This is an optimization exercise on Yosys and OpenROAD, whose aim is small area, not a production implementation. Only simulation tests tie the RTL to the original design; equivalence was not proved.

==> flow/design.v (excerpt) <==
module cw_reg_top (
   input  logic                     usb_clk,
   input  logic                     reset_i,
   input  cw_reg_pkg::reg_addr_t    reg_address_i,
   input  cw_reg_pkg::reg_bytecnt_t reg_bytecnt_i,
   input  cw_reg_pkg::reg_byte_t    write_data_i,
   input  logic                     reg_write_i,
   input  logic                     reg_read_i,
   input  logic                     reg_addrvalid_i,
   output cw_reg_pkg::reg_byte_t    read_data_o,
   input  logic                     exttrigger_i,
   input  logic                     crypt_done_i,
   input  logic                     crypt_busy_i,
   input  crypt_pkg::text_t         crypt_textout_i,
   input  crypt_pkg::cipher_t       crypt_cipherout_i,
   output cw_reg_pkg::clksettings_t clksettings_o,
   output logic                     user_led_o,
   output crypt_pkg::key_t          crypt_key_o,
   output crypt_pkg::text_t         crypt_textin_o,
   output crypt_pkg::cipher_t       crypt_cipherin_o,
   output logic                     crypt_start_o
);
   crypt_pkg::key_t    key_r;
   crypt_pkg::text_t   textin_r;
   crypt_pkg::cipher_t cipherin_r;
   crypt_pkg::text_t   textout_r;
   crypt_pkg::cipher_t cipherout_r;
   logic               done_r;
   cw_reg_pkg::clksettings_t clksettings_r;
   logic       user_led_r;
   logic       start_r;       
   logic       trig_meta;
   logic       trig_sync;
   logic       trig_prev;
   logic [2:0] busy_pipe;
   logic [15:0] byte_n;
   logic [5:0]  rdsel;
   logic [10:4] rdsel_n;
   logic [2:0]  wide_wr_n;
   logic        wr_clk;
   logic        wr_led;
   logic        wr_go;
   usb_byte_dec u_byte_dec (
      .bus_bytecnt_i   (reg_bytecnt_i),
      .byte_n_o        (byte_n)
   );
   usb_reg_write u_dec (
      .bus_address_i   (reg_address_i),
      .bus_write_i     (reg_write_i),
      .bus_read_i      (reg_read_i),
      .bus_addrvalid_i (reg_addrvalid_i),
      .rd_o            (rdsel),
      .rd_n_o          (rdsel_n),
      .wide_wr_n_o     (wide_wr_n),
      .wr_clk_o        (wr_clk),
      .wr_led_o        (wr_led),
      .wr_go_o         (wr_go)
   );
   logic [2:0][15:0] load;
   for (genvar r = 0; r < 3; r++) begin : g_load_r
      for (genvar k = 0; k < 16; k++) begin : g_load_k
         rb_nor2 u_load (.a(wide_wr_n[r]), .b(byte_n[k]), .y(load[r][k]));
      end
   end
   always_ff @(posedge usb_clk) begin
  ...
For scale: about 1200 cells after synthesis, ~680 I/O pins, roughly 23000 um^2 of cells after synthesis.
clock: 10.0 ns
lec_check: 0
cap_margin: 20
core_margin: 2
core_utilization: 60
slew_margin: 20
synth_hierarchical: 1
synth_minimum_keep_size: 0
standard.sh (not shown) runs the stock make flow with config.mk's settings and CLKGATE_MAP_FILE= SYNTH_SCRIPT=/design/flow/synth_recipe.tcl, a recipe that flattens the netlist after the stock synthesis.
==> flow/flow/run.sh <==
#!/bin/bash
# The standard layout with three changes that only affect area:
#  - port buffers are the smallest buffer (buf_1) instead of the default pick
#  - clock tree built from clkbuf_8 without dummy loads
#  - combinational cells put in their smallest drive before floorplanning
set -euo pipefail
here=$(pwd)
bash standard.sh \
  "PRE_FLOORPLAN_TCL=$here/flow/downsize.tcl" \
  "BUFFER_PORTS_ARGS=-buffer_cell sky130_fd_sc_hd__buf_1" \
  "CTS_ARGS=-sink_clustering_enable -repair_clock_nets -dont_use_dummy_load -buf_list sky130_fd_sc_hd__clkbuf_8 -sink_clustering_size 16 -sink_clustering_max_diameter 80" \
  finish > "$here/flow_make.log" 2>&1
==> flow/flow/downsize.tcl <==
# Area recovery before floorplanning: put every combinational cell in its
# smallest drive strength of the same function. The clock period is long,
# and the later repair steps size up whatever needs more drive.
set block [ord::get_db_block]
set db [ord::get_db]
set masters {}
foreach lib [$db getLibs] {
  foreach m [$lib getMasters] {
    dict set masters [$m getName] $m
  }
}
set n 0
foreach inst [$block getInsts] {
  set m [[$inst getMaster] getName]
  if { ![regexp {^(sky130_fd_sc_hd__)([a-z0-9]+)_([0-9]+)$} $m -> pre fn sz] } { continue }
  # leave flip-flops, latches, clock cells, tie and physical cells alone
  if { [regexp {^(df|edf|sdf|sedf|dl|clk|conb|tap|fill|decap|diode)} $fn] } { continue }
  foreach s {0 1 2} {
    if { $s >= $sz } { break }
    set cand "${pre}${fn}_${s}"
    if { [dict exists $masters $cand] } {
      replace_cell [$inst getName] $cand
      incr n
      break
    }
  }
}
puts "downsize: $n cells put in a smaller drive strength"
Edit:
CORE_UTILIZATION = 70   (was 60)
Result: Now the flow died in 3_2_place_iop; synthesized area stays the same; synthesized cell count stays the same.
Edit:
--- a/flow/flow/run.sh
+++ b/flow/flow/run.sh
@@ -10,3 +10,3 @@
   "BUFFER_PORTS_ARGS=-buffer_cell sky130_fd_sc_hd__buf_1" \
-  "CTS_ARGS=-sink_clustering_enable -repair_clock_nets -dont_use_dummy_load -buf_list sky130_fd_sc_hd__clkbuf_8 -sink_clustering_size 16 -sink_clustering_max_diameter 80" \
+  "CTS_ARGS=-sink_clustering_enable -repair_clock_nets -dont_use_dummy_load -buf_list sky130_fd_sc_hd__clkbuf_8 -sink_clustering_size 18 -sink_clustering_max_diameter 80" \
   finish > "$here/flow_make.log" 2>&1
CORE_UTILIZATION = 60   (was 70)
=>
- With this change the flow produced a clean layout
- synthesized area is unchanged
- synthesized cell count stays the same

## port drivers added, routing unchanged
The flow's constraints put no driver on any port. The routed layouts listed below were extracted and timed again, unchanged, in two steps.
Step 1: set_driving_cell puts a clkbuf_16 on usb_clk and a buf_2 on each other input, an assumption about the parent block.
Step 2 times the ports against the registers' clock, not the clock port: input delays grow and output delays shrink by t, the midpoint of the rising clock arrivals with the driver on.
Slacks: no drivers / after step 1 / after step 2; pairs: no drivers / after step 1.
run | t, ns | setup WS [ns] | clock arrival spread, ns | worst slew at a driven data input, ns | cell pins on the clock port's net
the first run | 0.686 | 2.035 / 2.003 / 2.003 | 0.062 / 0.062 | 0.11 | 1
the third run | 0.681 | 1.932 / 1.900 / 1.900 | 0.073 / 0.073 | 0.13 | 1
After both steps setup and hold are still met in every run listed.
